Source: an optimization exercise on an open RTL-to-GDS flow (aim: small area, a short achievable clock period and few clock cycles per item). Production flows keep margins and buffers that such runs may drop. Only simulation tests tie the RTL to the original design; equivalence was not proved. No activity file was given, so power comes from the tool's default toggle rates.

Design two_finger_gesture_classifier_unit, start of the top module:
module two_finger_gesture_classifier_unit #(
   parameter int MAX_CONTACTS = tfgc_pkg::MAX_CONTACTS_DEF,
   parameter int COORD_BITS   = tfgc_pkg::COORD_BITS_DEF
) (
   input  logic               clock,
   input  logic               reset,
   input  logic               req_valid,
   output logic               req_stall,
   input  logic [2:0]         req_op,
   input  logic [1:0]         req_contact,
   input  logic [11:0]        req_pos_x,
   input  logic [11:0]        req_pos_y,
   output logic               rsp_valid,
   input  logic               rsp_stall,
   output logic [1:0]         rsp_gesture,
   output logic signed [31:0] rsp_value_x,
   output logic signed [31:0] rsp_value_y,
   output logic [2:0]         rsp_touch_count,
   input  logic               csr_write,
   input  logic [1:0]         csr_index,
   input  logic [15:0]        csr_wdata
);
Settings: LEC_CHECK=0, ABC_AREA=1, CAP_MARGIN=20, CORE_MARGIN=2, CORE_UTILIZATION=65, PLACE_DENSITY=0.75, SETUP_SLACK_MARGIN=5, SLEW_MARGIN=20; clock period 11.0 ns.
run.sh (not shown) runs the stock make flow with config.mk's settings and CLKGATE_MAP_FILE= SYNTH_SCRIPT=/design/flow/synth_recipe.tcl, a recipe that flattens the netlist after the stock synthesis.
Testbench counts at the start, summed over its fixed seeds: cycles 6,674, items 6,484.
Change:
--- a/flow/design.v
+++ b/flow/design.v
@@ -182,15 +182,15 @@
    end
    always_ff @(posedge clock) begin
       if (reset || st_change) begin
          pq_valid <= 1'b0;
          sr_cnt   <= 4'd12;
          sr_done  <= 1'b0;
       end else if (!pq_valid) begin
-         if (pc_small || !pq_have2) begin
+         if (pc_small) begin
             pq_valid <= 1'b1;
             pq_dneg  <= pc_fdot[14];
          end else if (sr_done) begin
             pq_valid <= 1'b1;
             pq_dneg  <= sr_acc[26];
          end else begin
             sr_acc <= sr_acc_n;
=>
- The changed run produced a clean layout
- cell area rose by 1.5%
- core utilization goes up by 1.1 points
- sequential power went up by about 1%
- critical path depth climbs by 2
- via count climbs by 1.1%
- maximum frequency is higher by 1.6%
- die area barely changes
- total power rose by 3.1%
- routed wire length climbs by 1.8%
- first-iteration DRC count fell by 5.6%
- area after synthesis is about the same
- worst hold slack is worse by 0.0043 ns
- final cell count grows by 0.79%
- global-route usage is higher by 0.84 points
Testbench counts after the change, summed over its fixed seeds: cycles 6,674, items 6,484.

--- another note on this design; it stands on its own ---

run D:
## two_finger_gesture_classifier_unit
module two_finger_gesture_classifier_unit #(
   parameter int MAX_CONTACTS = tfgc_pkg::MAX_CONTACTS_DEF,
   parameter int COORD_BITS   = tfgc_pkg::COORD_BITS_DEF
) (
   input  logic               clock,
   input  logic               reset,
   input  logic               req_valid,
   output logic               req_stall,
   input  logic [2:0]         req_op,
   input  logic [1:0]         req_contact,
   input  logic [11:0]        req_pos_x,
   input  logic [11:0]        req_pos_y,
   output logic               rsp_valid,
   input  logic               rsp_stall,
   output logic [1:0]         rsp_gesture,
   output logic signed [31:0] rsp_value_x,
   output logic signed [31:0] rsp_value_y,
   output logic [2:0]         rsp_touch_count,
   input  logic               csr_write,
   input  logic [1:0]         csr_index,
   input  logic [15:0]        csr_wdata
);
For scale: about 89000 sq um of cells after synthesis.
clock: 11.0 ns
lec_check: 0
abc_area: 1
cap_margin: 20
core_margin: 2
core_utilization: 65
cts_buf_list: sky130_fd_sc_hd__clkbuf_4 sky130_fd_sc_hd__clkbuf_8
cts_cluster_size: 30
place_density: 0.75
setup_slack_margin: 5
slew_margin: 20
run.sh (not shown) runs the stock make flow with config.mk's settings and CLKGATE_MAP_FILE= SYNTH_SCRIPT=/design/flow/synth_recipe.tcl, a recipe that flattens the netlist after the stock synthesis.
Testbench counts of run D, summed over its fixed seeds: cycles 6,674, items 6,484.
What run E does differently from run D at the input level:
# run D
export LEC_CHECK = 0
export ABC_AREA = 1
export CAP_MARGIN = 20
export CORE_MARGIN = 2
export CORE_UTILIZATION = 65
export CTS_BUF_LIST = sky130_fd_sc_hd__clkbuf_4 sky130_fd_sc_hd__clkbuf_8
export CTS_CLUSTER_SIZE = 30
export PLACE_DENSITY = 0.75
export SETUP_SLACK_MARGIN = 5
export SLEW_MARGIN = 20
create_clock -name core_clock -period 11.0 [get_ports {clock}]
# run E
export LEC_CHECK = 0
export ABC_AREA = 1
export CAP_MARGIN = 20
export CORE_MARGIN = 2
export CORE_UTILIZATION = 78
export PLACE_DENSITY = 0.88
export SETUP_SLACK_MARGIN = 5
export SLEW_MARGIN = 20
create_clock -name core_clock -period 11.0 [get_ports {clock}]
### Flow results
The final layout from run D, which completed every stage, passed the timing, design-rule and antenna checks at the end of the flow. Run E did not finish: a tool error stopped it during global routing (5_1_grt). Between run E and run D, it is run E whose number of standard-cell rows in the floorplan is lower, by about 8%. In the metrics for run E and run D, the one carrying the lower floorplan die width is run E. Taking run D as the reference, in run E die extent in y saw a decrease; number of enable flip-flop cells after synthesis saw little to no change; instance count after placement with tap cells included saw a decrease; buffers inserted during post-CTS setup optimization saw an increase. Re xor/xnor share of the synthesized area: no difference whatsoever between run D and run E. Comparing run D against run E, there is no change at all in number of synthesized register bits. Compared run E vs run D, and post-placement setup slack is down in run E. Diff run D -> run E | standard cell area after detailed placement | decrease of about 0.35%.

==> static timing again, ports no longer ideal <==
No port has a modelled driver above. Below, the same layouts with a new extraction and two added sets of constraints. Step 1, drivers: a clkbuf_16 drives clock and a buf_2 each remaining input, both assumed. Step 2 times the ports against the registers' clock, not the clock port: input delays grow and output delays shrink by t, the midpoint of the rising clock arrivals with the driver on. a / b / c = no drivers / after step 1 / after step 2; a / b = the first two.
run	t, ns	setup slack, ns	worst register clock-pin slew, ns
the first run of note 1	0.869	4.748 / 4.664 / 5.114	0.07 / 0.07
the second run of note 1	0.879	4.848 / 4.760 / 4.943	0.07 / 0.07
run D	1.030	4.513 / 4.429 / 5.150	0.07 / 0.07
After both steps setup and hold are still met in every run listed.
